Context: an optimization exercise on an open-source flow, tuned for small area and a short achievable clock period. The choices shown serve that exercise and are no tape-out recipe. Function was checked by simulation only, so behaviour that the tests miss may differ from the original. Power figures rest on the tool's default switching activity, not on a simulated workload.

## flow/design.v (module list and top-level ports; edited modules follow where they fit)
// module adder_tree_25: 1707 lines
module adder_tree_25 (
    input  logic         clk,
    input  logic         rst,
    input  logic         in_valid,
    input  logic [399:0] in_data,
    output logic         res_valid,
    output logic [15:0]  res
);
  // ...
==> flow/flow/run.sh <==
#!/bin/bash
# Own layout flow: the standard flow (standard.sh) with two changes.
#  1. After the standard synthesis, fapol.py re-chooses the polarity of the
#     full-adder cells so that the inverters extract_fa leaves around them go;
#     a Yosys equivalence proof against the standard netlist must pass, else
#     the standard netlist is kept.
#  2. Port buffers are sky130_fd_sc_hd__buf_1 (every port still gets one).
# Each tool writes its full output to a log file of its own in this folder.
set -uo pipefail
export BUFFER_PORTS_ARGS="-buffer_cell sky130_fd_sc_hd__buf_1"
HERE=$(pwd)
bash standard.sh synth > synth.log 2>&1 || exit 1
NET=$HERE/orfs/results/sky130hd/adder_tree_25/base/1_2_yosys.v
cp "$NET" "$HERE/netlist_standard.v"
if python3 "$HERE/flow/fapol.py" "$HERE/netlist_standard.v" "$HERE/netlist_fapol.v" > fapol.log 2>&1; then
  cat > equiv.ys <<EOT
read_liberty -ignore_miss_func $FLOW_HOME/platforms/sky130hd/lib/sky130_fd_sc_hd__tt_025C_1v80.lib
read_verilog $HERE/netlist_standard.v
rename $FLOW_TOP gold
read_verilog $HERE/netlist_fapol.v
rename $FLOW_TOP gate
setattr -mod -unset top gold gate
flatten gold gate
rename -hide gold/w:_* gate/w:_*
equiv_make gold gate eq
hierarchy -top eq
equiv_simple -seq 0
equiv_induct
equiv_status -assert
EOT
  if yosys -s equiv.ys > equiv.log 2>&1; then
    cp "$HERE/netlist_fapol.v" "$NET"
    touch "$NET"
    echo "fapol netlist used" >> fapol.log
  else
    echo "equivalence failed: standard netlist kept" >> fapol.log
  fi
fi
bash standard.sh finish > finish.log 2>&1
==> flow/flow/fapol.py <==
#!/usr/bin/env python3
"""Choose the polarity of every full-adder cell in a mapped sky130 netlist so
that as few inverters as possible remain.

A full adder is self-dual: FA(~a, ~b, ~c) = (~cout, ~sum).  Yosys's extract_fa
often builds full adders with all inputs and outputs inverted, which leaves an
inverter on many full-adder pins.  This pass removes every inverter, picks for
each full adder whether it computes the true or the complemented function, and
then puts back one inverter per net that some pin needs in the other polarity.

usage: fapol.py IN.v OUT.v
The netlist must be flat, with one module and no assign statements; if it is
not, the input is copied unchanged.
"""
import re
import sys
import random
import shutil

OUT_PINS = {"X", "Y", "Q", "Q_N", "SUM", "COUT", "HI", "LO"}
INV_RE = re.compile(r"^sky130_fd_sc_hd__(inv|clkinv)_\d+$")
FA_RE = re.compile(r"^sky130_fd_sc_hd__fa_\d+$")
INST_RE = re.compile(r"^\s*(sky130_fd_sc_hd__\w+)\s+(\\\S+|\w+)\s*\((.*?)\);\s*$", re.S | re.M)
PIN_RE = re.compile(r"\.(\w+)\(\s*([^()]*?)\s*\)")


def main():
    src, dst = sys.argv[1], sys.argv[2]
    text = open(src).read()
    if re.search(r"^\s*assign\s", text, re.M) or text.count("endmodule") != 1:
        print("fapol: netlist has assigns or several modules; left unchanged")
        shutil.copy(src, dst)
        return
    insts = []
    for m in INST_RE.finditer(text):
        pins = dict(PIN_RE.findall(m.group(3)))
        insts.append({"type": m.group(1), "name": m.group(2), "pins": pins,
                      "span": m.span()})
    # ports
    outports = set()
    for m in re.finditer(r"^\s*output\s+(\[(\d+):(\d+)\]\s*)?(\S+)\s*;", text, re.M):
        name = m.group(4)
        if m.group(1):
            hi, lo = int(m.group(2)), int(m.group(3))
            for i in range(min(hi, lo), max(hi, lo) + 1):
                outports.add(f"{name}[{i}]")
        else:
            outports.add(name)
    driver = {}
    for idx, ins in enumerate(insts):
        for p, n in ins["pins"].items():
            if p in OUT_PINS and n:
                driver[n] = (idx, p)
    # inverters that may go: output not a port
    removable = set()
    for idx, ins in enumerate(insts):
        if INV_RE.match(ins["type"]) and ins["pins"].get("Y") not in outports:
            removable.add(idx)

    def resolve(net):
        pol = 0
        seen = 0
        while net in driver and driver[net][0] in removable:
            net = insts[driver[net][0]]["pins"]["A"]
            pol ^= 1
            seen += 1
            if seen > 1000:
                raise SystemExit("inverter loop")
        return net, pol

    fas = [i for i, ins in enumerate(insts) if FA_RE.match(ins["type"])]
    fa_index = {i: k for k, i in enumerate(fas)}
    # consumers: (inst, pin, root, pol) for every non-removable instance input
    consumers = []
    for idx, ins in enumerate(insts):
        if idx in removable:
            continue
        for p, n in ins["pins"].items():
            if p in OUT_PINS or not n:
                continue
            if re.match(r"^\d+'[bh]", n):
                continue
            r, pol = resolve(n)
            consumers.append((idx, p, r, pol))
    # output ports driven through removable inverters would lose their
    # driver; there are none by construction (their inverter is kept)
    # root owner: FA output roots flip with their FA
    root_fa = {}
    for i in fas:
        for p in ("SUM", "COUT"):
            n = insts[i]["pins"].get(p)
            if n:
                root_fa[n] = fa_index[i]
    flip = [0] * len(fas)
    # per root: list of consumer ids
    by_root = {}
    for cid, (idx, p, r, pol) in enumerate(consumers):
        by_root.setdefault(r, []).append(cid)
    fa_cons = {}  # fa k -> consumer ids on its inputs
    for cid, (idx, p, r, pol) in enumerate(consumers):
        if idx in fa_index:
            fa_cons.setdefault(fa_index[idx], []).append(cid)

    def need(cid):
        # polarity (relative to the root's logical value) the pin must see
        idx, p, r, pol = consumers[cid]
        if idx in fa_index and flip[fa_index[idx]]:
            pol ^= 1
        return pol

    def phys(r):
        k = root_fa.get(r)
        return flip[k] if k is not None else 0

    def root_cost(r):
        ph = phys(r)
        return 1 if any(need(c) != ph for c in by_root.get(r, [])) else 0

    def roots_of_fa(k):
        i = fas[k]
        rs = set()
        for p in ("SUM", "COUT"):
            n = insts[i]["pins"].get(p)
            if n:
                rs.add(n)
        for c in fa_cons.get(k, []):
            rs.add(consumers[c][2])
        return rs

    total = sum(root_cost(r) for r in by_root)
    start = sum(1 for i in removable)
    improved = True
    rounds = 0
    while improved and rounds < 50:
        improved = False
        rounds += 1
        for k in range(len(fas)):
            rs = roots_of_fa(k)
            before = sum(root_cost(r) for r in rs)
            flip[k] ^= 1
            after = sum(root_cost(r) for r in rs)
            if after < before:
                total += after - before
                improved = True
            else:
                flip[k] ^= 1
    # rewrite
    inv_net = {}
    new_insts = []
    for r in sorted(by_root):
        if root_cost(r):
            nn = f"_fapol_n{len(inv_net)}_"
            inv_net[r] = nn
            new_insts.append((nn, r))
    conn = {}
    for cid, (idx, p, r, pol) in enumerate(consumers):
        conn[(idx, p)] = r if need(cid) == phys(r) else inv_net[r]
    out = []
    pos = 0
    for idx, ins in enumerate(insts):
        a, b = ins["span"]
        out.append(text[pos:a])
        pos = b
        if idx in removable:
            continue
        pins = dict(ins["pins"])
        if idx in fa_index and flip[fa_index[idx]]:
            pass  # outputs keep their nets, which now carry the complement
        for p in pins:
            if (idx, p) in conn:
                pins[p] = conn[(idx, p)]
        body = ",\n".join(f"    .{p}({n}{' ' if n.startswith(chr(92)) else ''})" for p, n in pins.items())
        out.append(f"  {ins['type']} {ins['name']} (\n{body}\n  );")
    tail = text[pos:]
    k = tail.rfind("endmodule")
    decl = "".join(f"  wire {nn};\n" for nn, r in new_insts)
    cells = "".join(f"  sky130_fd_sc_hd__inv_1 {nn}inv (\n    .A({r}{' ' if r.startswith(chr(92)) else ''}),\n    .Y({nn})\n  );\n"
                    for nn, r in new_insts)
    out.append(tail[:k] + decl + cells + tail[k:])
    res = "".join(out)
    # the new wires must be declared before use for some readers: move decls up
    mod = re.search(r"^\s*module\s.*?;\s*$", res, re.M | re.S)
    res = res.replace(decl, "", 1)
    res = res[:mod.end()] + "\n" + decl + res[mod.end():]
    open(dst, "w").write(res)
    print(f"fapol: {len(fas)} full adders, {sum(flip)} flipped, inverters {start} -> {len(new_insts)}")


if __name__ == "__main__":
    main()
==> flow/standard.sh <==
#!/bin/bash
# synth_recipe.tcl (not shown) runs the flow's synth.tcl, then flattens the netlist and writes it again
# the make line also repeats each setting of config.mk as NAME=value (left out here)
make -C /OpenROAD-flow-scripts/flow DESIGN_CONFIG=/design/flow/config.mk WORK_HOME=/design/flow/orfs CLKGATE_MAP_FILE= SYNTH_SCRIPT=/design/flow/synth_recipe.tcl "${@:-finish}"
==> flow/config.mk <==
export PLATFORM = sky130hd
export DESIGN_NAME = adder_tree_25
export DESIGN_NICKNAME = adder_tree_25
export VERILOG_FILES = /design/flow/design.v
export SDC_FILE = /design/flow/constraint.sdc
export NUM_CORES = 4
export LEC_CHECK = 0
export CAP_MARGIN = 20
export CORE_MARGIN = 2
export CORE_UTILIZATION = 40
export SETUP_SLACK_MARGIN = 0.8
export SLEW_MARGIN = 20
==> flow/constraint.sdc <==
create_clock -name core_clock -period 3.0 [get_ports {clk}]
set_input_delay 0.6000 -clock core_clock [delete_from_list [all_inputs] [get_ports {clk}]]
set_output_delay 0.6000 -clock core_clock [all_outputs]
set_load 0.01 [all_outputs]
==> impl_metrics.py, run 1 <==
metrics = {
    "final_layout": {
        "reg_top3": "res: 16 flops, lo_q: 11 flops",
        "drive_gt1_share_pct": 3.37,
        "final_common_cell": "buf_1",
        "post-route-util_pct": 50.4,
        "clock_area_share_pct": 5.11,
        "largest_register_ffs": 16,
        "layout_common_cells": "419 x buf_1, 328 x fa_1, 201 x dfxtp_1",
        "non_clock_buffer_count": 421,
        "buf_share_pct": 11.0,
        "fin_area_mm2": 0.0145,
        "antennaDiodeCount": 1,
        "seq_cells": 201,
    },
    "critical_path": {
        "cp.depth": 7,
        "cp-start-kind": "flip-flop",
        "r2r_start": "p2_c5_0",
        "r2r_cells": 7,
        "cpMaxStageDelayCell": "fa_1",
    },
    "place": {
        "post-dp-hpwl_um": 21900,
        "pre_cts_slack_ns": 0.561,
    },
    "global_routing": {
        "use_met1_pct": 19.1,
        "globalRouteMet3Util_pct": 3.39,
        "top_usage_layer": "met2",
    },
    "pwr": {
        "clockPowerShare_pct": 20.5,
        "internal-power_uw": 8590,
        "ir_worst_vdd_mv": 0.391,
        "p_comb_share_pct": 44.3,
        "cellLeakagePower_uw": 0.00536,
    },
    "run_status": {
        "outcome": "no timing/DRC/antenna violations",
    },
    "timing": {
        "whs_ns": 0.300,
        "finalWorstSetupSlack_ns": 0.963,
        "rsz0062_at_grt": "no",
        "slew_headroom_pct": 68.5,
    },
    "hold_path": {
        "hp-start": "in_valid",
        "hold_end": "vpipe[0]",
    },
    "synthesis": {
        "yosysWarnings": 1,
    },
    "detailed_routing": {
        "num_vias": 6496,
        "drt-total-wl_um": 24000,
    },
    "clock_network": {
        "h-tree-depth": 1,
        "cts_resized": 0,
        "clk_pin_slew_ns": 0.06,
    },
}
==> inputs of run 2 (changes only) <==
--- a/flow/config.mk
+++ b/flow/config.mk
@@ -10,3 +10,3 @@
 export CORE_UTILIZATION = 40
-export SETUP_SLACK_MARGIN = 0.8
+export SETUP_SLACK_MARGIN = 1.3
 export SLEW_MARGIN = 20
==> impl_metrics.py, run 2 <==
metrics = {
    "floorplan": {
        "core_mm2": 0.0287,
        "rows": 62,
        "die_y_um": 175,
        "pin_count": 420,
        "initial_core_util_pct": 40.7,
        "die_area_mm2": 0.0306,
        "die_w_um": 175,
    },
    "detailed_routing": {
        "highest_layer": "met4",
        "drtIter0Drc": 125,
        "via_per_inst": 4.34,
        "drt-total-wl_um": 24600,
        "m1WireLength_um": 9320,
        "dr_wl_met2_um": 13300,
        "final_antenna_net_count": 0,
        "routed-wl-met3_um": 1350,
        "wl_per_cell_um": 16.2,
        "drtPass1Iterations": 4,
        "num_vias": 6565,
        "drc": 0,
    },
    "critical_path": {
        "cpMaxStageDelayCell": "fa_2",
        "critPathTopFamily": "adder cells",
        "cp_common_cell": "fa_2",
        "cp-start-kind": "flip-flop",
        "worstSetupPathType": "flip-flop to flip-flop",
        "worstPathMaxFanout": 1,
        "crit_chain": "fa_2 > fa_2 > fa_2",
        "worstPathArrival_ns": 2.38,
        "endpoint_kind": "flip-flop",
        "slowest_delay_ns": 0.58,
        "path_buf_inv": 0,
        "cp.required_ns": 3.43,
    },
    "final_layout": {
        "final_common_cell": "buf_1",
        "reg_top3": "res: 16 flops, lo_q: 11 flops",
        "areaGrowthSynthToFinish_pct": 36.0,
        "nFillCells": 2351,
        "nets": 1856,
        "antennaDiodeCount": 0,
        "stdcell_count": 1512,
        "largest_register_ffs": 16,
        "regMostFlops": "res",
        "drive_gt1_share_pct": 37.7,
        "post-route-util_pct": 55.4,
        "layout_common_cells": "304 x buf_1, 223 x fa_2, 167 x dfxtp_1",
    },
    "clock_network": {
        "clk_latency_ns": 0.49,
        "clk_root_buffer_cell": "clkbuf_16",
        "clk_pin_slew_ns": 0.06,
        "cts_hold_buf": 0,
        "numCtsBuffers": 22,
        "clock-sinks": 201,
        "h-tree-depth": 1,
        "cts_tree": "built",
        "cts.path.max_buffers": 3,
    },
    "timing": {
        "finalCritPeriodShare_pct": 64.7,
        "rsz0062_at_grt": "yes",
        "tightestPinTransition_ns": 1.04,
        "tns_ns": 0,
        "drv_slew": 0,
        "slew_headroom_pct": 30.3,
        "finalCriticalPeriod_ns": 1.94,
        "hold_viol_final": 0,
        "fin_skew_ns": 0.00861,
        "finalWorstSetupSlack_ns": 1.06,
        "max_freq_mhz": 515,
        "setup_viol": 0,
    },
    "synthesis": {
        "yosysWarnings": 1,
        "synth_area_mm2": 0.0117,
        "avgSynthCellArea_um2": 17.4,
        "syn-num-nets": 1412,
        "synthCells": 670,
    },
    "place": {
        "portBuffers": 419,
        "post-dp-hpwl_um": 21400,
        "pre_cts_slack_ns": 0.577,
        "placed_cells": 1470,
        "gp_congestion": 0.843,
    },
    "global_routing": {
        "overflow": 0,
        "grt_pass1_vias": 8116,
        "antenna_found_initial": 0,
        "grt_pass1_wl_um": 40000,
        "groute.usage.overall_pct": 16.8,
        "grt_max_degree": 22,
    },
    "pwr": {
        "power.density_mw_per_mm2": 903,
        "ir_worst_vdd_mv": 0.477,
        "cellLeakagePower_uw": 0.00576,
    },
    "run_status": {
        "outcome": "no timing/DRC/antenna violations",
    },
    "flow_run": {
        "drv_cap": 0,
    },
    "hold_path": {
        "hp-class": "flip-flop to flip-flop",
    },
}
run 2: per-layer routing:
| metal | global-route usage, % | vias up |
|---|---|---|
| met4 | 4.24 | 0 |
| met5 | 0 | - |
| met2 | 30.6 | 246 |
| met3 | 2.81 | 51 |
| met1 | 20.7 | 3313 |
| li1 | - | 2955 |
run 2: power by group:
group / internal [µW] / switching [µW]
Sequential: 4070 / 638
Clock: 1740 / 1070
Combinational: 3640 / 3190
Total: 9450 / 4900
run 2: worst register-to-register path, cell delays in order (launching register included):
cell	delay [ns]
dfxtp_2	0.33
fa_2	0.58
fa_2	0.45
fa_2	0.53
run 2: final timing paths:
check / from / to / slack (ns) / depth (start not counted)
hold reg to reg: p2_c0_0 / lo_q[0] / 0.33 / 0
setup / recovery: p1_c3_0 / p2_c3_1 / 1.06 / 3
hold / removal: p2_c0_0 / lo_q[0] / 0.33 / 0
setup reg to reg: p1_c3_0 / p2_c3_1 / 1.06 / 3
run 2: layout make-up:
class,instances,area [µm²],area share (%)
multi-input combinational,452,8230,51.8
clock inverter,7,92.6,0.582
inverter,13,48.8,0.307
sequential,201,4070,25.6
clock buffer,31,676,4.25
timing repair buffer,424,2300,14.5
tap,384,480,3.02
run 2: what timing repair did:
action                                  4_1_cts  5_1_grt
endpoints found under the setup margin       93       98
hold endpoints to repair                      0        0
cloned                                        0        0
pin swaps                                   182      138
gates resized for setup                     182      162
buffers inserted                              2        2
run 2: metrics by stage:
step | instance area (µm²) | hold WS (ns) | total power, µW
after global placement | 14100 | 0.314 | 11100
final | 15900 | 0.327 | 14400
after floorplan | 12100 | 0.310 | 9050
after global routing | 15900 | 0.319 | 15900
after CTS | 15400 | 0.316 | 14400
after detailed placement | 14100 | 0.314 | 11200
==> inputs of run 3 (changes only) <==
--- a/flow/config.mk
+++ b/flow/config.mk
@@ -10,3 +10,3 @@
 export CORE_UTILIZATION = 40
-export SETUP_SLACK_MARGIN = 1.3
+export SETUP_SLACK_MARGIN = 1.5
 export SLEW_MARGIN = 20
==> impl_metrics.py, run 3 <==
metrics = {
    "run_status": {
        "outcome": "no timing/DRC/antenna violations",
    },
    "detailed_routing": {
        "drt-total-wl_um": 24200,
        "via_per_inst": 4.33,
        "drtIter0Drc": 125,
        "num_vias": 6585,
        "drc": 0,
        "drtPass1Iterations": 4,
        "final_antenna_net_count": 0,
        "wl_per_cell_um": 15.9,
    },
    "place": {
        "placed_cells": 1470,
        "gp_congestion": 0.811,
        "post-dp-hpwl_um": 21300,
        "portBuffers": 419,
    },
    "floorplan": {
        "pin_count": 420,
        "die_y_um": 175,
        "die_w_um": 175,
        "rows": 62,
        "die_area_mm2": 0.0306,
        "core_mm2": 0.0287,
        "initial_core_util_pct": 40.7,
    },
    "timing": {
        "drv_slew": 0,
        "setup_viol": 0,
        "rsz0062_at_grt": "yes",
        "tightestPinTransition_ns": 0.734,
        "slew_headroom_pct": 51.1,
        "finalCriticalPeriod_ns": 1.95,
        "tns_ns": 0,
        "max_freq_mhz": 513,
        "fin_skew_ns": 0.0109,
        "hold_viol_final": 0,
        "finalCritPeriodShare_pct": 64.9,
    },
    "final_layout": {
        "regMostFlops": "res",
        "reg_top3": "res: 16 flops, lo_q: 11 flops",
        "largest_register_ffs": 16,
        "areaGrowthSynthToFinish_pct": 40.1,
        "final_common_cell": "buf_1",
        "antennaDiodeCount": 0,
        "layout_common_cells": "271 x buf_1, 264 x fa_2, 151 x dfxtp_1",
        "drive_gt1_share_pct": 47.2,
        "stdcell_count": 1522,
        "nets": 1864,
    },
    "critical_path": {
        "cpMaxStageDelayCell": "fa_2",
        "worstSetupPathType": "flip-flop to flip-flop",
        "worstPathMaxFanout": 1,
        "slowest_delay_ns": 0.58,
        "critPathTopFamily": "adder cells",
        "reg2reg_setup_slack_ns": 1.05,
        "worstPathArrival_ns": 2.38,
        "cp_common_cell": "fa_2",
        "path_buf_inv": 0,
        "r2r-end": "p2_c3_1",
        "cp.required_ns": 3.43,
        "endpoint_kind": "flip-flop",
        "r2r_cells": 3,
        "r2r_start": "p1_c3_5",
        "cp.depth": 3,
        "cp-start-kind": "flip-flop",
        "crit_chain": "fa_2 > fa_2 > fa_2",
    },
    "flow_run": {
        "drv_cap": 0,
    },
    "synthesis": {
        "avgSynthCellArea_um2": 17.4,
        "syn-num-nets": 1412,
        "synth_area_mm2": 0.0117,
        "yosysWarnings": 1,
        "synthCells": 670,
    },
    "global_routing": {
        "grt_max_degree": 21,
        "groute.usage.overall_pct": 16.6,
        "antenna_found_initial": 0,
        "grt_pass1_vias": 8163,
        "overflow": 0,
        "grt_pass1_wl_um": 39700,
    },
    "clock_network": {
        "cts.path.max_buffers": 3,
        "h-tree-depth": 1,
        "clk_pin_slew_ns": 0.06,
        "cts_hold_buf": 0,
        "clk_latency_ns": 0.49,
        "clock-sinks": 201,
        "numCtsBuffers": 22,
        "cts_tree": "built",
        "clk_root_buffer_cell": "clkbuf_16",
    },
    "hold_path": {
        "hold_depth": 0,
        "hp-class": "flip-flop to flip-flop",
        "hp-start": "p2_c1_0",
        "hold_end": "lo_q[1]",
    },
    "pwr": {
        "power.density_mw_per_mm2": 892,
        "ir_worst_vdd_mv": 0.504,
        "cellLeakagePower_uw": 0.00595,
    },
}
-- run 3: per-layer routing --
metal	vias up	track usage, %	routed length [µm]
li1	2967	-	-
met1	3339	20.2	8990
met2	243	31.1	13500
met3	36	2.55	1260
met4	0	3.16	454
met5	-	0	0
-- run 3: final cells by class --
| cell class | instances | area [µm²] |
|---|---|---|
| flip-flops and latches | 201 | 4090 |
| repair buffers | 432 | 2600 |
| well taps | 384 | 480 |
| multi-input cells | 452 | 8390 |
| clock inverters | 8 | 93.8 |
| clock buffers | 32 | 669 |
| inverters | 13 | 48.8 |
| fillers | 2275 | 12300 |
-- run 3: power by group --
| group | internal [µW] | switching (µW) | leakage (µW) |
|---|---|---|---|
| logic | 3860 | 3270 | 0.00387 |
| registers | 4080 | 635 | 0.00170 |
| clock network | 1720 | 1040 | 0.000382 |
-- run 3: worst max-delay path by stage --
| stage | start | to | slack, ns |
|---|---|---|---|
| floorplan | in_data[192] | p1_c0_0 | 0.81 |
| detailed placement | in_data[122] | p1_c10_7 | 0.55 |
| global placement | in_data[122] | p1_c10_7 | 0.56 |
| CTS | p1_c3_5 | p2_c3_1 | 1.03 |
| global route | p1_c3_5 | p2_c3_1 | 1.02 |
| finish | p1_c3_5 | p2_c3_1 | 1.05 |
-- run 3: metrics by stage --
stage / hold slack [ns] / cell area, µm² / power (µW) / utilization, % / worst slack [ns]
after global placement: 0.313 / 14200 / 11300 / 49.5 / 0.555
after floorplan: 0.310 / 12200 / 9220 / - / 0.808
after CTS: 0.332 / 15900 / 14800 / 55.5 / 1.03
after detailed placement: 0.318 / 14200 / 11400 / 49.5 / 0.548
final: 0.331 / 16400 / 14600 / 57.0 / 1.05
after global routing: 0.338 / 16400 / 16200 / 57.0 / 1.02
-- run 3: what timing repair did --
item	in CTS	in global routing
endpoints found under the hold margin	0	0
pin swaps	195	131
resized for setup	315	141
setup endpoints to repair	162	158
setup buffers	8	4
gates cloned	0	0
==> inputs of run 4 (changes only) <==
--- a/flow/config.mk
+++ b/flow/config.mk
@@ -10,3 +10,3 @@
 export CORE_UTILIZATION = 40
-export SETUP_SLACK_MARGIN = 1.5
+export SETUP_SLACK_MARGIN = 1.1
 export SLEW_MARGIN = 20
==> impl_metrics.py, run 4 <==
metrics = {
    "pwr": {
        "ir_worst_vdd_mv": 0.446,
        "sw_frac_of_total_pct": 34.4,
        "clockPowerShare_pct": 20.6,
        "cellLeakagePower_uw": 0.00528,
        "p_seq_share_pct": 34.2,
        "p_comb_share_pct": 45.2,
        "power.density_mw_per_mm2": 917,
        "internal-power_uw": 8930,
        "p_switching_uw": 4690,
    },
    "floorplan": {
        "rows": 62,
        "core_mm2": 0.0287,
        "pin_count": 420,
        "die_area_mm2": 0.0306,
        "die_y_um": 175,
        "die_w_um": 175,
        "initial_core_util_pct": 40.7,
    },
    "timing": {
        "tns_ns": 0,
        "finalCritPeriodShare_pct": 63.7,
        "fin_skew_ns": 0.0146,
        "setup_viol": 0,
        "finalCriticalPeriod_ns": 1.91,
        "max_freq_mhz": 523,
        "rsz0062_at_grt": "yes",
        "slew_headroom_pct": 49.3,
        "finalWorstSetupSlack_ns": 1.09,
        "tightestPinTransition_ns": 0.761,
        "hold_viol_final": 0,
        "drv_slew": 0,
    },
    "critical_path": {
        "endpoint_kind": "flip-flop",
        "r2r_cells": 3,
        "worstPathMaxFanout": 1,
        "worstSetupPathType": "flip-flop to flip-flop",
        "r2r_start": "p1_c3_5",
        "cp.required_ns": 3.36,
        "r2r-end": "p2_c3_1",
        "reg2reg_setup_slack_ns": 1.09,
        "cp-start-kind": "flip-flop",
        "worstPathArrival_ns": 2.27,
    },
    "final_layout": {
        "regMostFlops": "res",
        "areaGrowthSynthToFinish_pct": 27.1,
        "drive_gt1_share_pct": 15.5,
        "post-route-util_pct": 51.7,
        "stdcell_count": 1509,
        "final_common_cell": "buf_1",
        "antennaDiodeCount": 0,
        "nets": 1852,
        "fin_area_mm2": 0.0148,
        "largest_register_ffs": 16,
        "layout_common_cells": "418 x buf_1, 205 x fa_1, 197 x dfxtp_1",
        "nFillCells": 2484,
        "reg_top3": "res: 16 flops, lo_q: 11 flops",
    },
    "global_routing": {
        "groute.usage.overall_pct": 16.2,
        "antenna_found_initial": 0,
        "grt_pass1_wl_um": 38800,
        "grt_max_degree": 23,
        "overflow": 0,
        "grt_pass1_vias": 7977,
    },
    "place": {
        "placed_cells": 1469,
        "dpl-instance-area_mm2": 0.0140,
        "pre_cts_slack_ns": 0.594,
        "post-dp-hpwl_um": 21200,
        "gp_congestion": 0.798,
        "portBuffers": 419,
    },
    "clock_network": {
        "clock-sinks": 201,
        "h-tree-depth": 1,
        "clk_latency_ns": 0.50,
        "cts.path.max_buffers": 3,
        "numCtsBuffers": 22,
        "clk_root_buffer_cell": "clkbuf_16",
        "cts_tree": "built",
        "clk_pin_slew_ns": 0.06,
    },
    "detailed_routing": {
        "wl_per_cell_um": 15.4,
        "final_antenna_net_count": 0,
        "drtPass1Iterations": 4,
        "drc": 0,
        "drtIter0Drc": 112,
        "drt-total-wl_um": 23200,
        "num_vias": 6433,
        "via_per_inst": 4.26,
    },
    "synthesis": {
        "synthCells": 670,
        "syn-num-nets": 1412,
        "avgSynthCellArea_um2": 17.4,
        "yosysWarnings": 1,
        "synth_area_mm2": 0.0117,
    },
    "hold_path": {
        "hp-class": "primary input to flip-flop",
        "hp-start": "in_valid",
        "hold_end": "vpipe[0]",
        "hold_depth": 2,
    },
    "flow_run": {
        "drv_cap": 0,
    },
    "run_status": {
        "outcome": "no timing/DRC/antenna violations",
    },
}
## run 4: critical path, stage by stage (launching register included)
cell	delay, ns
dfxtp_2	0.32
fa_1	0.56
fa_1	0.43
fa_1	0.46
## run 4: layout make-up
cell class | instances | area (µm²) | area share (%)
Clock inverter | 14 | 193 | 1.30
Timing Repair Buffer | 420 | 1580 | 10.7
Inverter | 13 | 48.8 | 0.329
Sequential cell | 201 | 4030 | 27.1
Multi-Input combinational cell | 452 | 7930 | 53.4
Clock buffer | 25 | 582 | 3.92
Tap cell | 384 | 480 | 3.24
## run 4: worst max-delay path by stage
stage / slack, ns / from / to / cells past startpoint
6_report: 1.09 / p1_c3_5 / p2_c3_1 / 3
5_1_grt: 1.05 / p1_c2_2 / p2_c2_0 / 3
4_1_cts: 1.05 / p1_c2_2 / p2_c2_0 / 3
3_5_place_dp: 0.59 / in_data[106] / p1_c10_7 / 4
3_3_place_gp: 0.59 / in_data[106] / p1_c10_7 / 4
2_1_floorplan: 0.81 / in_data[192] / p1_c0_0 / 3
## run 4: power groups by stage
stage               logic (µW)  clock network [µW]  registers (µW)
floorplan                 4220                   0            4570
global placement          6040                   0            4720
detailed placement        6120                   0            4740
CTS                       6300                2910            4700
global route              7310                3020            4820
finish                    6150                2810            4660
## run 4: layer usage
metal | routed length [µm] | share of wire [%] | GRT usage (%) | vias up
li1 | - | - | - | 2951
met1 | 8860 | 38 | 20.0 | 3192
met2 | 12500 | 54 | 29.5 | 247
met3 | 1250 | 5.4 | 2.63 | 43
met4 | 573 | 2.5 | 4.27 | 0
met5 | 0 | 0 | 0 | -
## run 4: timing repair
| item | 4_1_cts | 5_1_grt |
|---|---|---|
| endpoints found under the setup margin | 9 | 17 |
| setup buffers | 0 | 1 |
| hold buffers | 0 | 0 |
| pin swaps | 10 | 10 |
| resized for setup | 9 | 18 |
## run 4: metrics by stage
step	power, µW	hold WS [ns]
6_report	13600	0.308
3_3_place_gp	10800	0.313
3_5_place_dp	10900	0.315
2_1_floorplan	8790	0.310
5_1_grt	15200	0.305
4_1_cts	13900	0.290
==> inputs of run 5 (changes only) <==
--- a/flow/config.mk
+++ b/flow/config.mk
@@ -9,3 +9,3 @@
 export CORE_MARGIN = 2
-export CORE_UTILIZATION = 40
+export CORE_UTILIZATION = 60
 export SETUP_SLACK_MARGIN = 1.1
==> impl_metrics.py, run 5 <==
metrics = {
    "timing": {
        "slew_headroom_pct": 51.5,
        "finalWorstSetupSlack_ns": 1.04,
        "finalCriticalPeriod_ns": 1.96,
        "hold_viol_final": 0,
        "rsz0062_at_grt": "yes",
        "fin_skew_ns": 0.00707,
        "max_freq_mhz": 510,
        "setup_viol": 0,
        "tns_ns": 0,
        "finalCritPeriodShare_pct": 65.3,
        "tightestPinTransition_ns": 0.727,
        "drv_slew": 0,
    },
    "critical_path": {
        "r2r_cells": 3,
        "cp.required_ns": 3.35,
        "r2r_start": "p1_c3_3",
        "worstSetupPathType": "flip-flop to flip-flop",
        "reg2reg_setup_slack_ns": 1.04,
        "worstPathArrival_ns": 2.31,
        "r2r-end": "p2_c3_1",
        "endpoint_kind": "flip-flop",
        "worstPathMaxFanout": 1,
        "cp-start-kind": "flip-flop",
    },
    "global_routing": {
        "grt_max_degree": 21,
        "grt_pass1_wl_um": 35200,
        "groute.usage.overall_pct": 22.5,
        "antenna_found_initial": 0,
        "top_usage_layer": "met2",
        "globalRouteMet3Util_pct": 3.27,
        "grt_util_met2_pct": 42.3,
        "use_met1_pct": 27.9,
        "grt_pass1_vias": 7600,
        "overflow": 0,
    },
    "clock_network": {
        "clk_latency_ns": 0.49,
        "h-tree-depth": 1,
        "cts_hold_buf": 0,
        "cts.path.max_buffers": 3,
        "cts_tree": "built",
        "clock-sinks": 201,
        "clk_root_buffer_cell": "clkbuf_16",
        "numCtsBuffers": 21,
        "clk_pin_slew_ns": 0.06,
    },
    "detailed_routing": {
        "drt-total-wl_um": 22300,
        "drtPass1Iterations": 4,
        "final_antenna_net_count": 0,
        "drtIter0Drc": 118,
        "num_vias": 6498,
        "via_per_inst": 4.68,
        "drc": 0,
        "wl_per_cell_um": 16.0,
    },
    "final_layout": {
        "reg_top3": "res: 16 flops, lo_q: 11 flops",
        "largest_register_ffs": 16,
        "regMostFlops": "res",
        "final_common_cell": "buf_1",
        "nets": 1852,
        "antennaDiodeCount": 0,
        "fin_area_mm2": 0.0146,
        "stdcell_count": 1388,
        "drive_gt1_share_pct": 15.0,
        "layout_common_cells": "419 x buf_1, 204 x fa_1, 197 x dfxtp_1",
        "areaGrowthSynthToFinish_pct": 25.1,
    },
    "floorplan": {
        "pin_count": 420,
        "die_area_mm2": 0.0206,
        "core_mm2": 0.0193,
        "rows": 51,
        "initial_core_util_pct": 60.6,
        "die_y_um": 144,
        "die_w_um": 144,
    },
    "synthesis": {
        "synth_area_mm2": 0.0117,
        "syn-num-nets": 1412,
        "synthCells": 670,
        "avgSynthCellArea_um2": 17.4,
        "yosysWarnings": 1,
    },
    "flow_run": {
        "drv_cap": 0,
    },
    "place": {
        "portBuffers": 419,
        "dpl-instance-area_mm2": 0.0138,
        "gp_congestion": 0.807,
        "pre_cts_slack_ns": 0.635,
        "post-dp-hpwl_um": 19600,
        "placed_cells": 1351,
    },
    "hold_path": {
        "hold_end": "vpipe[0]",
        "hold_depth": 2,
        "hp-class": "primary input to flip-flop",
        "hp-start": "in_valid",
    },
    "pwr": {
        "cellLeakagePower_uw": 0.00525,
        "power.density_mw_per_mm2": 929,
        "ir_worst_vdd_mv": 0.409,
    },
    "run_status": {
        "outcome": "no timing/DRC/antenna violations",
    },
}
run 5: cell count changes in the layout (fill, tap and decap cells not counted), moves of 2 or more:
cell | before | now
clkbuf_1 | 1 | 6
bufinv_16 | 4 | 2
clkinvlp_4 | 3 | 0
clkinv_2 | 5 | 3
run 5: repair_timing:
| item | CTS | global route |
|---|---|---|
| setup endpoints to repair | 15 | 16 |
| gates resized for setup | 15 | 15 |
| pin swaps | 12 | 20 |
| buffers inserted | 1 | 0 |
| gates cloned | 0 | 0 |
run 5: power by group:
part           internal [µW]  switching, µW
combinational           3290           3120
clock                   1510            981
sequential              4040            619
run 5: through the flow:
step / utilization [%] / total power (µW) / hold WS [ns]
after floorplan: - / 8790 / 0.310
after global placement: 71.9 / 10600 / 0.311
after detailed placement: 71.9 / 10800 / 0.315
after CTS: 75.6 / 13700 / 0.320
after global routing: 75.9 / 15000 / 0.326
final: 75.9 / 13600 / 0.332
run 5: layer usage:
metal | wire length, µm | up-vias
met1 | 8290 | 3290
met3 | 1110 | 28
li1 | - | 2949
met2 | 12500 | 231
met5 | 0 | -
met4 | 375 | 0
run 5: worst max-delay path by stage:
stage	from	to	slack, ns	cells after the start
after CTS	p1_c3_5	p2_c3_1	1.01	3
after global routing	p1_c3_3	p2_c3_1	1.00	3
after floorplan	in_data[192]	p1_c0_0	0.81	3
after detailed placement	in_data[100]	p1_c4_7	0.63	4
after global placement	in_data[125]	p1_c13_7	0.64	4
final	p1_c3_3	p2_c3_1	1.04	3
run 5: cell type report:
type | instances | area [µm²]
Multi-Input combinational cell | 452 | 7950
Fill cell | 1286 | 4650
Sequential cell | 201 | 4030
Timing Repair Buffer | 421 | 1590
Clock buffer | 29 | 576
Tap cell | 265 | 332
Clock inverter | 7 | 92.6
Inverter | 13 | 48.8
run 5: worst max-delay path: stages (launching register included):
cell and delay (ns):
dfxtp_2 0.33, fa_1 0.59, fa_1 0.44, fa_1 0.47
==> inputs of run 6 (changes only) <==
--- a/flow/config.mk
+++ b/flow/config.mk
@@ -9,3 +9,3 @@
 export CORE_MARGIN = 2
-export CORE_UTILIZATION = 60
+export CORE_UTILIZATION = 75
 export SETUP_SLACK_MARGIN = 1.1
==> impl_metrics.py, run 6 <==
metrics = {
    "place": {
        "pre_cts_slack_ns": 0.543,
        "gp_congestion": 0.880,
        "portBuffers": 419,
        "dpl-instance-area_mm2": 0.0137,
        "post-dp-hpwl_um": 29000,
    },
    "clock_network": {
        "numCtsBuffers": 21,
        "clk_root_buffer_cell": "clkbuf_16",
        "cts.path.max_buffers": 3,
        "cts_hold_buf": 0,
        "postCtsSetupBuffers": 2,
        "h-tree-depth": 1,
        "cts_resized": 53,
    },
    "floorplan": {
        "die_w_um": 129,
        "pin_count": 420,
        "die_y_um": 129,
        "initial_core_util_pct": 76.9,
        "rows": 45,
    },
    "synthesis": {
        "synth_area_mm2": 0.0117,
        "yosysWarnings": 1,
        "avgSynthCellArea_um2": 17.4,
        "synthCells": 670,
        "syn-num-nets": 1412,
    },
    "run_status": {
        "error": "[ERROR DPL-0033] detailed placement checks failed during check placement.",
        "outcome": "stopped before the end",
        "haltStage": "clock tree synthesis (4_1_cts)",
    },
}
-- run 6: worst min path at each step --
stage              end    start  slack [ns]
3_5_place_dp   lo_q[0]  p2_c0_0        0.32
3_3_place_gp   lo_q[1]  p2_c1_0        0.31
2_1_floorplan  lo_q[0]  p2_c0_0        0.31
-- run 6: through the flow --
stage | cells | total power, µW
3_3_place_gp | 1273 | 10400
3_5_place_dp | 1273 | 11400
2_1_floorplan | 670 | 8790
-- run 6: power groups by stage --
stage / Clock (µW) / Sequential [µW] / Combinational (µW)
floorplan: 0 / 4570 / 4220
global placement: 0 / 4690 / 5710
detailed placement: 0 / 4790 / 6560
==> inputs of run 7 (changes only) <==
--- a/flow/config.mk
+++ b/flow/config.mk
@@ -9,3 +9,4 @@
 export CORE_MARGIN = 2
-export CORE_UTILIZATION = 75
+export CORE_UTILIZATION = 40
+export CTS_BUF_LIST = sky130_fd_sc_hd__clkbuf_4 sky130_fd_sc_hd__clkbuf_8
 export SETUP_SLACK_MARGIN = 1.1
==> impl_metrics.py, run 7 <==
metrics = {
    "detailed_routing": {
        "drtPass1Iterations": 4,
        "drt-total-wl_um": 23500,
        "final_antenna_net_count": 0,
        "drc": 0,
        "num_vias": 6517,
        "wl_per_cell_um": 15.3,
        "via_per_inst": 4.25,
        "drtIter0Drc": 123,
    },
    "synthesis": {
        "avgSynthCellArea_um2": 17.4,
        "syn-num-nets": 1412,
        "synth_area_mm2": 0.0117,
        "synthCells": 670,
        "yosysWarnings": 1,
    },
    "global_routing": {
        "antenna_found_initial": 0,
        "grt_pass1_wl_um": 39100,
        "grt_pass1_vias": 8141,
        "overflow": 0,
        "groute.usage.overall_pct": 16.5,
        "grt_max_degree": 23,
    },
    "timing": {
        "hold_viol_final": 0,
        "tns_ns": 0,
        "slew_headroom_pct": 49.6,
        "tightestPinTransition_ns": 0.755,
        "setup_viol": 0,
        "finalCritPeriodShare_pct": 63.5,
        "finalWorstSetupSlack_ns": 1.09,
        "finalCriticalPeriod_ns": 1.91,
        "drv_slew": 0,
        "fin_skew_ns": 0.0194,
        "rsz0062_at_grt": "yes",
        "max_freq_mhz": 525,
    },
    "final_layout": {
        "areaGrowthSynthToFinish_pct": 26.9,
        "layout_common_cells": "419 x buf_1, 206 x fa_1, 196 x dfxtp_1",
        "antennaDiodeCount": 0,
        "regMostFlops": "res",
        "reg_top3": "res: 16 flops, lo_q: 11 flops",
        "drive_gt1_share_pct": 17.5,
        "final_common_cell": "buf_1",
        "nets": 1866,
        "largest_register_ffs": 16,
    },
    "run_status": {
        "outcome": "no timing/DRC/antenna violations",
    },
    "critical_path": {
        "worstSetupPathType": "flip-flop to flip-flop",
        "worstPathMaxFanout": 1,
        "endpoint_kind": "flip-flop",
        "reg2reg_setup_slack_ns": 1.09,
        "cp.required_ns": 3.37,
        "cp-start-kind": "flip-flop",
        "worstPathArrival_ns": 2.28,
    },
    "floorplan": {
        "initial_core_util_pct": 40.7,
        "die_area_mm2": 0.0306,
        "rows": 62,
        "die_w_um": 175,
        "die_y_um": 175,
        "core_mm2": 0.0287,
        "pin_count": 420,
    },
    "clock_network": {
        "cts_hold_buf": 0,
        "clk_pin_slew_ns": 0.06,
        "clk_root_buffer_cell": "clkbuf_8",
        "clock-sinks": 201,
        "numCtsBuffers": 35,
        "h-tree-depth": 2,
        "cts.path.max_buffers": 3,
        "cts_tree": "built",
        "clk_latency_ns": 0.51,
    },
    "place": {
        "pre_cts_slack_ns": 0.594,
        "portBuffers": 419,
        "gp_congestion": 0.798,
        "post-dp-hpwl_um": 21200,
    },
    "pwr": {
        "power.density_mw_per_mm2": 910,
        "cellLeakagePower_uw": 0.00531,
        "ir_worst_vdd_mv": 0.611,
    },
    "flow_run": {
        "drv_cap": 0,
    },
    "hold_path": {
        "hp-class": "primary input to flip-flop",
    },
}
==> run 7: worst max-delay path: stages, from the launching register on <==
cell and delay (ns):
dfxtp_2 0.32, fa_1 0.56, fa_1 0.43, fa_1 0.45
==> run 7: repair_timing <==
action / 4_1_cts / 5_1_grt
endpoints found under the setup margin: 9 / 15
buffers inserted: 1 / 1
gates cloned: 0 / 0
hold endpoints to repair: 0 / 0
pin swaps: 10 / 16
gates resized for setup: 9 / 19
==> run 7: routing by layer <==
| metal | share of wire, % | global-route usage, % | wire length [µm] |
|---|---|---|---|
| met3 | 6.1 | 3.39 | 1440 |
| met2 | 54 | 29.4 | 12700 |
| met1 | 37 | 19.8 | 8770 |
| met5 | 0 | 0 | 0 |
| met4 | 2.6 | 5.69 | 612 |
==> run 7: final cells by class <==
class / instances / area, µm²
tap: 384 / 480
multi-input combinational: 452 / 7940
inverter: 13 / 48.8
timing repair buffer: 421 / 1590
clock buffer: 54 / 662
fill: 2501 / 13900
sequential: 201 / 4030
clock inverter: 10 / 81.3
==> run 7: final timing paths <==
| path | start | to | depth (start not counted) |
|---|---|---|---|
| min | in_valid | vpipe[0] | 2 |
| max reg2reg | p1_c3_5 | p2_c3_1 | 3 |
| min reg2reg | p2_c0_0 | lo_q[0] | 0 |
| max | p1_c3_5 | p2_c3_1 | 3 |
==> run 7: power breakdown <==
| group | internal [µW] | total (µW) | switching [µW] |
|---|---|---|---|
| Sequential | 4040 | 4660 | 617 |
| Combinational | 3210 | 6260 | 3050 |
| Clock | 1500 | 2570 | 1070 |
==> run 7: metrics by stage <==
step	total power, µW	hold slack [ns]	instance area, µm²	util, %	cells
2_1_floorplan	8790	0.310	12000	-	670
4_1_cts	13700	0.278	14800	51.5	1534
5_1_grt	15100	0.295	14800	51.7	1535
3_5_place_dp	10900	0.315	14000	48.7	1469
3_3_place_gp	10800	0.313	14000	48.7	1469
6_report	13500	0.312	14800	51.7	1535
==> inputs of run 8 (changes only) <==
--- a/flow/config.mk
+++ b/flow/config.mk
@@ -11,2 +11,3 @@
 export CTS_BUF_LIST = sky130_fd_sc_hd__clkbuf_4 sky130_fd_sc_hd__clkbuf_8
+export CTS_CLUSTER_SIZE = 40
 export SETUP_SLACK_MARGIN = 1.1
==> impl_metrics.py, run 8 <==
metrics = {
    "clock_network": {
        "numCtsBuffers": 35,
        "clock-sinks": 201,
        "clk_pin_slew_ns": 0.06,
        "cts_hold_buf": 0,
        "clk_latency_ns": 0.51,
        "cts_tree": "built",
        "clk_root_buffer_cell": "clkbuf_8",
        "h-tree-depth": 2,
        "cts.path.max_buffers": 3,
    },
    "pwr": {
        "p_switching_uw": 4740,
        "cellLeakagePower_uw": 0.00531,
        "internal-power_uw": 8760,
        "ir_worst_vdd_mv": 0.611,
        "p_seq_share_pct": 34.5,
        "clockPowerShare_pct": 19.1,
        "power.density_mw_per_mm2": 910,
        "sw_frac_of_total_pct": 35.1,
        "p_comb_share_pct": 46.4,
    },
    "final_layout": {
        "regMostFlops": "res",
        "final_common_cell": "buf_1",
        "drive_gt1_share_pct": 17.5,
        "reg_top3": "res: 16 flops, lo_q: 11 flops",
        "antennaDiodeCount": 0,
        "nets": 1866,
        "areaGrowthSynthToFinish_pct": 26.9,
        "layout_common_cells": "419 x buf_1, 206 x fa_1, 196 x dfxtp_1",
        "largest_register_ffs": 16,
        "nFillCells": 2501,
    },
    "timing": {
        "whs_ns": 0.312,
        "finalCritPeriodShare_pct": 63.5,
        "tightestPinTransition_ns": 0.755,
        "rsz0062_at_grt": "yes",
        "setup_viol": 0,
        "drv_slew": 0,
        "finalCriticalPeriod_ns": 1.91,
        "max_freq_mhz": 525,
        "hold_viol_final": 0,
        "fin_skew_ns": 0.0225,
        "finalWorstSetupSlack_ns": 1.09,
        "slew_headroom_pct": 49.6,
        "tns_ns": 0,
    },
    "run_status": {
        "outcome": "no timing/DRC/antenna violations",
    },
    "critical_path": {
        "cpMaxStageDelayCell": "fa_1",
        "endpoint_kind": "flip-flop",
        "worstPathArrival_ns": 2.28,
        "cp-start-kind": "flip-flop",
        "cp.required_ns": 3.37,
        "reg2reg_setup_slack_ns": 1.09,
        "crit_chain": "fa_1 > fa_1 > fa_1",
        "cp_common_cell": "fa_1",
        "r2r_start": "p1_c3_5",
        "path_buf_inv": 0,
        "r2r_cells": 3,
        "worstSetupPathType": "flip-flop to flip-flop",
        "worstPathMaxFanout": 1,
        "r2r-end": "p2_c3_1",
        "critPathTopFamily": "adder cells",
        "slowest_delay_ns": 0.56,
    },
    "synthesis": {
        "synthCells": 670,
        "synth_area_mm2": 0.0117,
        "syn-num-nets": 1412,
        "avgSynthCellArea_um2": 17.4,
        "yosysWarnings": 1,
    },
    "floorplan": {
        "die_area_mm2": 0.0306,
        "die_y_um": 175,
        "die_w_um": 175,
        "rows": 62,
        "pin_count": 420,
        "initial_core_util_pct": 40.7,
        "core_mm2": 0.0287,
    },
    "hold_path": {
        "hold_depth": 2,
        "hp-start": "in_valid",
        "hold_end": "vpipe[0]",
        "hp-class": "primary input to flip-flop",
    },
    "global_routing": {
        "antenna_found_initial": 0,
        "grt_max_degree": 23,
        "grt_pass1_wl_um": 39200,
        "overflow": 0,
        "groute.usage.overall_pct": 16.5,
        "grt_pass1_vias": 8130,
    },
    "place": {
        "portBuffers": 419,
        "pre_cts_slack_ns": 0.594,
        "gp_congestion": 0.798,
        "post-dp-hpwl_um": 21200,
    },
    "detailed_routing": {
        "drc": 0,
        "drtPass1Iterations": 4,
        "final_antenna_net_count": 0,
        "drtIter0Drc": 121,
        "wl_per_cell_um": 15.3,
        "drt-total-wl_um": 23500,
        "via_per_inst": 4.24,
        "num_vias": 6509,
    },
    "flow_run": {
        "drv_cap": 0,
    },
}
[run 8: per-layer routing]
| metal | GRT usage, % | up-vias | routed length (µm) |
|---|---|---|---|
| met1 | 19.8 | 3212 | 8780 |
| li1 | - | 2984 | - |
| met5 | 0 | - | 0 |
| met4 | 5.63 | 0 | 605 |
| met3 | 3.44 | 49 | 1450 |
| met2 | 29.4 | 264 | 12700 |
[run 8: timing repair]
action | CTS | global route
pin swaps | 10 | 13
gates cloned | 0 | 0
setup buffers | 1 | 1
setup endpoints to repair | 9 | 15
gates resized for setup | 9 | 19
hold endpoints to repair | 0 | 0
[run 8: worst max-delay path by stage]
stage / startpoint / end / slack [ns] / depth (start not counted)
after floorplan: in_data[192] / p1_c0_0 / 0.81 / 3
after global placement: in_data[106] / p1_c10_7 / 0.59 / 4
after detailed placement: in_data[106] / p1_c10_7 / 0.59 / 4
after CTS: p1_c2_2 / p2_c2_0 / 1.03 / 3
after global routing: p2_c5_2 / lo_q[8] / 1.02 / 7
final: p1_c3_5 / p2_c3_1 / 1.09 / 3
[run 8: area by class of cell]
type / count / area [µm²] / share of cell area [%]
inverters: 13 / 48.8 / 0.329
clock buffers: 54 / 662 / 4.46
well taps: 384 / 480 / 3.24
repair buffers: 421 / 1590 / 10.7
flip-flops and latches: 201 / 4030 / 27.2
clock inverters: 10 / 81.3 / 0.548
multi-input cells: 452 / 7940 / 53.5
[run 8: stage by stage]
step | utilization [%] | total power [µW] | cell area (µm²) | std cells
floorplan | - | 8790 | 12000 | 670
finish | 51.7 | 13500 | 14800 | 1535
CTS | 51.5 | 13700 | 14800 | 1534
global route | 51.7 | 15100 | 14800 | 1535
global placement | 48.7 | 10800 | 14000 | 1469
detailed placement | 48.7 | 10900 | 14000 | 1469
[run 8: power groups by stage]
stage | registers, µW | clock network [µW] | logic (µW)
6_report | 4660 | 2580 | 6260
5_1_grt | 4830 | 2800 | 7430
4_1_cts | 4700 | 2670 | 6340
3_5_place_dp | 4740 | 0 | 6120
3_3_place_gp | 4720 | 0 | 6040
2_1_floorplan | 4570 | 0 | 4220
==> inputs of run 9 (changes only) <==
--- a/flow/config.mk
+++ b/flow/config.mk
@@ -11,3 +11,4 @@
 export CTS_BUF_LIST = sky130_fd_sc_hd__clkbuf_4 sky130_fd_sc_hd__clkbuf_8
-export CTS_CLUSTER_SIZE = 40
+export CTS_CLUSTER_DIAMETER = 40
+export CTS_CLUSTER_SIZE = 12
 export SETUP_SLACK_MARGIN = 1.1
==> impl_metrics.py, run 9 <==
metrics = {
    "critical_path": {
        "r2r_start": "p1_c2_2",
        "worstPathArrival_ns": 2.31,
        "r2r_cells": 3,
        "endpoint_kind": "flip-flop",
        "worstPathMaxFanout": 1,
        "cp.required_ns": 3.41,
        "worstSetupPathType": "flip-flop to flip-flop",
        "cp-start-kind": "flip-flop",
        "reg2reg_setup_slack_ns": 1.09,
        "r2r-end": "p2_c2_0",
    },
    "clock_network": {
        "clock-sinks": 201,
        "numCtsBuffers": 30,
        "cts_tree": "built",
        "cts_hold_buf": 0,
        "clk_pin_slew_ns": 0.08,
        "cts.path.max_buffers": 3,
        "clk_root_buffer_cell": "clkbuf_8",
        "clk_latency_ns": 0.54,
        "h-tree-depth": 1,
    },
    "final_layout": {
        "areaGrowthSynthToFinish_pct": 26.4,
        "antennaDiodeCount": 0,
        "nFillCells": 2497,
        "layout_common_cells": "419 x buf_1, 204 x fa_1, 195 x dfxtp_1",
        "reg_top3": "res: 16 flops, lo_q: 11 flops",
        "nets": 1862,
        "final_common_cell": "buf_1",
        "drive_gt1_share_pct": 17.0,
        "largest_register_ffs": 16,
        "regMostFlops": "res",
    },
    "timing": {
        "setup_viol": 0,
        "tightestPinTransition_ns": 0.793,
        "fin_skew_ns": 0.0164,
        "tns_ns": 0,
        "drv_slew": 0,
        "hold_viol_final": 0,
        "finalCriticalPeriod_ns": 1.91,
        "finalCritPeriodShare_pct": 63.5,
        "slew_headroom_pct": 47.1,
        "rsz0062_at_grt": "yes",
        "max_freq_mhz": 525,
        "whs_ns": 0.256,
    },
    "floorplan": {
        "initial_core_util_pct": 40.7,
        "die_y_um": 175,
        "pin_count": 420,
        "core_mm2": 0.0287,
        "die_area_mm2": 0.0306,
        "rows": 62,
        "die_w_um": 175,
    },
    "hold_path": {
        "hp-class": "primary input to flip-flop",
        "hold_end": "vpipe[0]",
        "hold_depth": 2,
        "hp-start": "in_valid",
    },
    "place": {
        "portBuffers": 419,
        "post-dp-hpwl_um": 21200,
        "gp_congestion": 0.798,
    },
    "detailed_routing": {
        "wl_per_cell_um": 15.2,
        "drtPass1Iterations": 4,
        "drtIter0Drc": 95,
        "drc": 0,
        "final_antenna_net_count": 0,
        "via_per_inst": 4.23,
        "drt-total-wl_um": 23300,
        "num_vias": 6456,
    },
    "synthesis": {
        "syn-num-nets": 1412,
        "avgSynthCellArea_um2": 17.4,
        "synth_area_mm2": 0.0117,
        "yosysWarnings": 1,
        "synthCells": 670,
    },
    "global_routing": {
        "groute.usage.overall_pct": 16.2,
        "grt_util_met2_pct": 29.5,
        "antenna_found_initial": 0,
        "globalRouteMet3Util_pct": 3.07,
        "overflow": 0,
        "use_met1_pct": 19.7,
        "grt_pass1_vias": 8087,
        "grt_max_degree": 23,
        "grt_pass1_wl_um": 39000,
        "top_usage_layer": "met2",
    },
    "pwr": {
        "power.density_mw_per_mm2": 904,
        "ir_worst_vdd_mv": 0.423,
        "cellLeakagePower_uw": 0.00526,
    },
    "run_status": {
        "outcome": "no timing/DRC/antenna violations",
    },
    "flow_run": {
        "drv_cap": 0,
    },
}
run 9: how the worst max path moves through the flow:
| stage | slack [ns] | from | end |
|---|---|---|---|
| final | 1.09 | p1_c2_2 | p2_c2_0 |
| after global placement | 0.59 | in_data[106] | p1_c10_7 |
| after detailed placement | 0.59 | in_data[106] | p1_c10_7 |
| after CTS | 1.04 | p1_c2_2 | p2_c2_0 |
| after global routing | 1.03 | p2_c5_0 | lo_q[9] |
| after floorplan | 0.81 | in_data[192] | p1_c0_0 |
run 9: through the flow:
step / instances / power (µW) / util (%) / setup slack, ns / instance area (µm²)
floorplan: 670 / 8790 / - / 0.808 / 12000
global placement: 1469 / 10800 / 48.7 / 0.594 / 14000
detailed placement: 1469 / 10900 / 48.7 / 0.594 / 14000
CTS: 1523 / 13600 / 51.2 / 1.04 / 14700
global route: 1525 / 14900 / 51.5 / 1.03 / 14800
finish: 1525 / 13400 / 51.5 / 1.09 / 14800
run 9: metal layers:
| layer | share of wire [%] | vias up |
|---|---|---|
| met5 | 0 | - |
| met2 | 54 | 255 |
| li1 | - | 2974 |
| met3 | 6.0 | 46 |
| met1 | 38 | 3181 |
| met4 | 2.4 | 0 |
run 9: layout make-up:
cell class / count / area [µm²] / area share [%]
inverter: 13 / 48.8 / 0.330
tap: 384 / 480 / 3.25
timing repair buffer: 422 / 1600 / 10.8
clock buffer: 34 / 468 / 3.17
multi-input combinational: 452 / 7950 / 53.8
clock inverter: 19 / 200 / 1.36
sequential: 201 / 4030 / 27.3
run 9: critical path, cell delays in order (launching register included):
cell and delay, ns:
dfxtp_1 0.32, fa_1 0.55, fa_1 0.42, fa_1 0.49
run 9: power by group:
part | internal [µW] | switching [µW] | total [µW] | leakage, µW
logic | 3230 | 3040 | 6270 | 0.00323
registers | 4040 | 617 | 4660 | 0.00169
clock network | 1280 | 1150 | 2420 | 0.000341
total | 8550 | 4800 | 13400 | 0.00526
run 9: what timing repair did:
| item | in CTS | in global routing |
|---|---|---|
| setup buffers | 1 | 2 |
| pin swaps | 12 | 17 |
| hold endpoints to repair | 0 | 0 |
| endpoints found under the setup margin | 10 | 14 |
| resized for setup | 10 | 21 |
==> inputs of run 10 (changes only) <==
--- a/flow/config.mk
+++ b/flow/config.mk
@@ -10,5 +10,5 @@
 export CORE_UTILIZATION = 40
-export CTS_BUF_LIST = sky130_fd_sc_hd__clkbuf_4 sky130_fd_sc_hd__clkbuf_8
-export CTS_CLUSTER_DIAMETER = 40
-export CTS_CLUSTER_SIZE = 12
+export CTS_BUF_LIST = sky130_fd_sc_hd__clkbuf_8
+export CTS_CLUSTER_DIAMETER = 60
+export CTS_CLUSTER_SIZE = 20
 export SETUP_SLACK_MARGIN = 1.1
==> impl_metrics.py, run 10 <==
metrics = {
    "timing": {
        "tightestPinTransition_ns": 0.774,
        "max_freq_mhz": 521,
        "tns_ns": 0,
        "finalCritPeriodShare_pct": 64.0,
        "drv_slew": 0,
        "whs_ns": 0.296,
        "setup_viol": 0,
        "slew_headroom_pct": 48.4,
        "finalCriticalPeriod_ns": 1.92,
        "fin_skew_ns": 0.0263,
        "rsz0062_at_grt": "yes",
        "hold_viol_final": 0,
    },
    "synthesis": {
        "synthCells": 670,
        "yosysWarnings": 1,
        "synth_area_mm2": 0.0117,
        "avgSynthCellArea_um2": 17.4,
        "syn-num-nets": 1412,
    },
    "place": {
        "portBuffers": 419,
        "post-dp-hpwl_um": 21200,
        "dpl-instance-area_mm2": 0.0140,
        "gp_congestion": 0.798,
        "placed_cells": 1469,
    },
    "final_layout": {
        "nFillCells": 2541,
        "regMostFlops": "res",
        "nets": 1848,
        "final_common_cell": "buf_1",
        "reg_top3": "res: 16 flops, lo_q: 11 flops",
        "largest_register_ffs": 16,
        "layout_common_cells": "419 x buf_1, 206 x fa_1, 192 x dfxtp_1",
        "stdcell_count": 1497,
        "drive_gt1_share_pct": 14.8,
        "fin_area_mm2": 0.0144,
        "post-route-util_pct": 50.2,
        "antennaDiodeCount": 0,
        "areaGrowthSynthToFinish_pct": 23.3,
    },
    "critical_path": {
        "cp.required_ns": 3.37,
        "worstSetupPathType": "flip-flop to flip-flop",
        "worstPathArrival_ns": 2.29,
        "worstPathMaxFanout": 1,
        "r2r_start": "p1_c2_2",
        "critPathLaunch": "p1_c2_2",
        "cp-start-kind": "flip-flop",
        "endpoint_kind": "flip-flop",
        "r2r_cells": 3,
    },
    "clock_network": {
        "numCtsBuffers": 16,
        "clk_root_buffer_cell": "clkbuf_8",
        "cts_tree": "built",
        "cts.path.max_buffers": 3,
        "clk_pin_slew_ns": 0.11,
        "h-tree-depth": 1,
        "clock-sinks": 201,
        "clk_latency_ns": 0.50,
    },
    "detailed_routing": {
        "num_vias": 6349,
        "final_antenna_net_count": 0,
        "drc": 0,
        "wl_per_cell_um": 15.4,
        "drt-total-wl_um": 23100,
        "drtPass1Iterations": 4,
        "drtIter0Drc": 121,
        "via_per_inst": 4.24,
    },
    "floorplan": {
        "die_y_um": 175,
        "die_w_um": 175,
        "rows": 62,
        "pin_count": 420,
        "initial_core_util_pct": 40.7,
        "die_area_mm2": 0.0306,
        "core_mm2": 0.0287,
    },
    "hold_path": {
        "hold_depth": 2,
        "hp-class": "primary input to flip-flop",
        "hp-start": "in_valid",
    },
    "pwr": {
        "cellLeakagePower_uw": 0.00508,
        "ir_worst_vdd_mv": 0.446,
        "power.density_mw_per_mm2": 861,
    },
    "global_routing": {
        "groute.usage.overall_pct": 16.1,
        "grt_pass1_wl_um": 38500,
        "overflow": 0,
        "antenna_found_initial": 0,
        "grt_pass1_vias": 7922,
        "grt_max_degree": 23,
    },
    "run_status": {
        "outcome": "no timing/DRC/antenna violations",
    },
    "flow_run": {
        "drv_cap": 0,
    },
}
## run 10: final timing paths
| path | to | slack (ns) |
|---|---|---|
| worst max-delay path | p2_c2_0 | 1.08 |
| worst min-delay path | vpipe[0] | 0.30 |
| worst max register to register | p2_c2_0 | 1.08 |
| worst min register to register | lo_q[0] | 0.34 |
## run 10: metrics by stage
step           setup slack [ns]  power, µW
2_1_floorplan             0.808       8790
3_3_place_gp              0.594      10800
3_5_place_dp              0.594      10900
4_1_cts                    1.03      12600
5_1_grt                    1.04      13900
6_report                   1.08      12400
## run 10: routing by layer
layer | track usage, % | part of all wire [%] | wire (µm)
met1 | 19.9 | 38 | 8770
met2 | 29.2 | 54 | 12500
met3 | 2.85 | 5.6 | 1280
met4 | 4.03 | 2.4 | 547
met5 | 0 | 0 | 0
## run 10: report_power, final
| group | switching (µW) | internal (µW) |
|---|---|---|
| clock network | 922 | 574 |
| registers | 615 | 4040 |
| logic | 3040 | 3230 |
## run 10: timing repair
item,4_1_cts,5_1_grt
hold buffers,0,0
resized for setup,10,22
pin swaps,11,14
endpoints found under the setup margin,9,15
buffers inserted,1,2
## run 10: area by class of cell
class / instances / area (µm²) / share of cell area, %
Tap cell: 384 / 480 / 3.33
Sequential cell: 201 / 4040 / 28.0
Inverter: 13 / 48.8 / 0.339
Timing Repair Buffer: 422 / 1600 / 11.1
Clock inverter: 8 / 76.3 / 0.530
Clock buffer: 17 / 234 / 1.62
Multi-Input combinational cell: 452 / 7940 / 55.1
## run 10: worst max-delay path, stage by stage, from the launching register on
cell     delay [ns]
dfxtp_1        0.33
fa_1           0.55
fa_1           0.42
fa_1           0.49
==> inputs of run 11 (changes only) <==
--- a/flow/config.mk
+++ b/flow/config.mk
@@ -11,4 +11,4 @@
 export CTS_BUF_LIST = sky130_fd_sc_hd__clkbuf_8
-export CTS_CLUSTER_DIAMETER = 60
-export CTS_CLUSTER_SIZE = 20
+export CTS_CLUSTER_DIAMETER = 50
+export CTS_CLUSTER_SIZE = 14
 export SETUP_SLACK_MARGIN = 1.1
==> impl_metrics.py, run 11 <==
metrics = {
    "synthesis": {
        "syn-num-nets": 1412,
        "synth_area_mm2": 0.0117,
        "avgSynthCellArea_um2": 17.4,
        "synthCells": 670,
        "yosysWarnings": 1,
    },
    "timing": {
        "drv_slew": 0,
        "max_freq_mhz": 526,
        "finalCriticalPeriod_ns": 1.90,
        "fin_skew_ns": 0.0137,
        "hold_viol_final": 0,
        "whs_ns": 0.279,
        "slew_headroom_pct": 48.8,
        "finalCritPeriodShare_pct": 63.4,
        "setup_viol": 0,
        "tns_ns": 0,
        "rsz0062_at_grt": "yes",
        "tightestPinTransition_ns": 0.768,
    },
    "final_layout": {
        "layout_common_cells": "419 x buf_1, 205 x fa_1, 197 x dfxtp_1",
        "antennaDiodeCount": 0,
        "regMostFlops": "res",
        "fin_area_mm2": 0.0146,
        "drive_gt1_share_pct": 15.5,
        "nFillCells": 2520,
        "final_common_cell": "buf_1",
        "areaGrowthSynthToFinish_pct": 24.7,
        "nets": 1855,
        "reg_top3": "res: 16 flops, lo_q: 11 flops",
        "stdcell_count": 1508,
        "largest_register_ffs": 16,
    },
    "global_routing": {
        "grt_max_degree": 23,
        "grt_pass1_vias": 7948,
        "overflow": 0,
        "antenna_found_initial": 0,
        "grt_pass1_wl_um": 38700,
        "groute.usage.overall_pct": 16.1,
    },
    "clock_network": {
        "numCtsBuffers": 23,
        "h-tree-depth": 1,
        "clk_root_buffer_cell": "clkbuf_8",
        "cts_tree": "built",
        "clock-sinks": 201,
        "clk_latency_ns": 0.52,
        "clk_pin_slew_ns": 0.08,
        "cts.path.max_buffers": 3,
    },
    "critical_path": {
        "endpoint_kind": "flip-flop",
        "cp.required_ns": 3.40,
        "cp-start-kind": "flip-flop",
        "cpMaxStageDelayCell": "fa_1",
        "worstSetupPathType": "flip-flop to flip-flop",
        "critPathTopFamily": "adder cells",
        "cp_common_cell": "fa_1",
        "slowest_delay_ns": 0.53,
        "crit_chain": "fa_1 > fa_1 > fa_1",
        "worstPathMaxFanout": 1,
        "worstPathArrival_ns": 2.30,
        "path_buf_inv": 0,
    },
    "detailed_routing": {
        "final_antenna_net_count": 0,
        "wl_per_cell_um": 15.4,
        "num_vias": 6401,
        "via_per_inst": 4.24,
        "drt-total-wl_um": 23200,
        "drtPass1Iterations": 4,
        "drtIter0Drc": 85,
        "drc": 0,
    },
    "run_status": {
        "outcome": "no timing/DRC/antenna violations",
    },
    "pwr": {
        "p_total_uw": 12800,
        "ir_worst_vdd_mv": 0.458,
        "cellLeakagePower_uw": 0.00516,
        "power.density_mw_per_mm2": 880,
    },
    "place": {
        "post-dp-hpwl_um": 21200,
        "dpl-instance-area_mm2": 0.0140,
        "gp_congestion": 0.798,
        "portBuffers": 419,
        "placed_cells": 1469,
    },
    "hold_path": {
        "hp-class": "primary input to flip-flop",
    },
    "floorplan": {
        "pin_count": 420,
        "die_y_um": 175,
        "core_mm2": 0.0287,
        "initial_core_util_pct": 40.7,
        "die_w_um": 175,
        "die_area_mm2": 0.0306,
        "rows": 62,
    },
    "flow_run": {
        "drv_cap": 0,
    },
}
run 11: metal layers:
| layer | track usage, % | vias to the layer above | share of wire [%] |
|---|---|---|---|
| met1 | 19.9 | 3157 | 38 |
| met2 | 29.1 | 250 | 54 |
| met4 | 4.62 | 0 | 2.7 |
| met3 | 2.85 | 47 | 5.8 |
| li1 | - | 2947 | - |
| met5 | 0 | - | 0 |
run 11: what timing repair did:
| action | in CTS | in global routing |
|---|---|---|
| buffers inserted | 1 | 2 |
| resized for setup | 9 | 19 |
| pin swaps | 11 | 11 |
| endpoints found under the setup margin | 8 | 14 |
| hold buffers | 0 | 0 |
run 11: cell type report:
type / instances / area, µm² / area share [%]
multi-input cells: 452 / 7950 / 54.5
repair buffers: 422 / 1600 / 11.0
inverters: 13 / 48.8 / 0.335
well taps: 384 / 480 / 3.30
flip-flops and latches: 201 / 4030 / 27.7
clock inverters: 11 / 125 / 0.859
clock buffers: 25 / 344 / 2.36
run 11: worst reg2reg max path: cells and delay by family, from the launching register on:
kind / cells / cell delay [ns]
flops: 1 / 0.32
fa+ha+maj: 3 / 1.46
run 11: stage by stage:
| stage | utilization, % | setup slack [ns] |
|---|---|---|
| floorplan | - | 0.808 |
| global placement | 48.7 | 0.594 |
| detailed placement | 48.7 | 0.594 |
| CTS | 50.5 | 1.04 |
| global route | 50.8 | 1.04 |
| finish | 50.8 | 1.10 |
run 11: power breakdown:
| part | switching [µW] | total, µW | internal, µW |
|---|---|---|---|
| Clock | 1020 | 1920 | 901 |
| Combinational | 3030 | 6250 | 3220 |
| Sequential | 613 | 4650 | 4030 |
run 11: final timing paths:
check                start  endpoint  slack, ns  cells after the start
setup / recovery   p1_c3_2   p2_c3_1       1.10                      3
hold / removal    in_valid  vpipe[0]       0.28                      2
setup reg to reg   p1_c3_2   p2_c3_1       1.10                      3
hold reg to reg    p2_c0_0   lo_q[0]       0.33                      0

static timing again, ports no longer ideal:
The results above use ideal ports. As a check the final layouts listed here were re-extracted and re-timed, cells and wires unchanged. Step 1 (the two cells are an assumption about what drives the block):
set clk [get_ports {clk}]
set_driving_cell -lib_cell sky130_fd_sc_hd__clkbuf_16 $clk
set_driving_cell -lib_cell sky130_fd_sc_hd__buf_2 [delete_from_list [all_inputs] $clk]
Step 2 moves the port delays by t, midway between the first and last clock arrival at a register: inputs arrive t later, outputs are due t later. That takes back most of the time a late clock gives input paths. a / b / c = ideal / step 1 / step 2; a / b = the first two.
run	t, ns	setup slack, ns	hold WS [ns]	slew at the worst register clock pin (ns)
run 1	0.543	0.963 / 0.963 / 0.542	0.300 / 0.278 / 0.334	0.06 / 0.06
run 2	0.538	1.059 / 1.059 / 0.622	0.327 / 0.311 / 0.327	0.06 / 0.06
run 3	0.528	1.053 / 1.053 / 0.598	0.331 / 0.331 / 0.331	0.06 / 0.06
run 4	0.544	1.089 / 1.089 / 0.602	0.308 / 0.307 / 0.327	0.06 / 0.06
run 5	0.530	1.040 / 1.040 / 0.638	0.332 / 0.324 / 0.333	0.06 / 0.06
run 7	0.540	1.095 / 1.095 / 0.598	0.312 / 0.320 / 0.325	0.06 / 0.06
run 8	0.541	1.095 / 1.095 / 0.596	0.312 / 0.321 / 0.325	0.06 / 0.06
run 9	0.581	1.094 / 1.094 / 0.596	0.256 / 0.264 / 0.330	0.08 / 0.08
run 10	0.533	1.080 / 1.080 / 0.615	0.296 / 0.299 / 0.339	0.12 / 0.12
run 11	0.552	1.097 / 1.097 / 0.607	0.279 / 0.287 / 0.332	0.09 / 0.09
After both steps setup and hold are still met in every run listed. The setup slack of run 8, which loses most, moves by 0.000 ns with the drivers and by -0.499 ns with both steps.
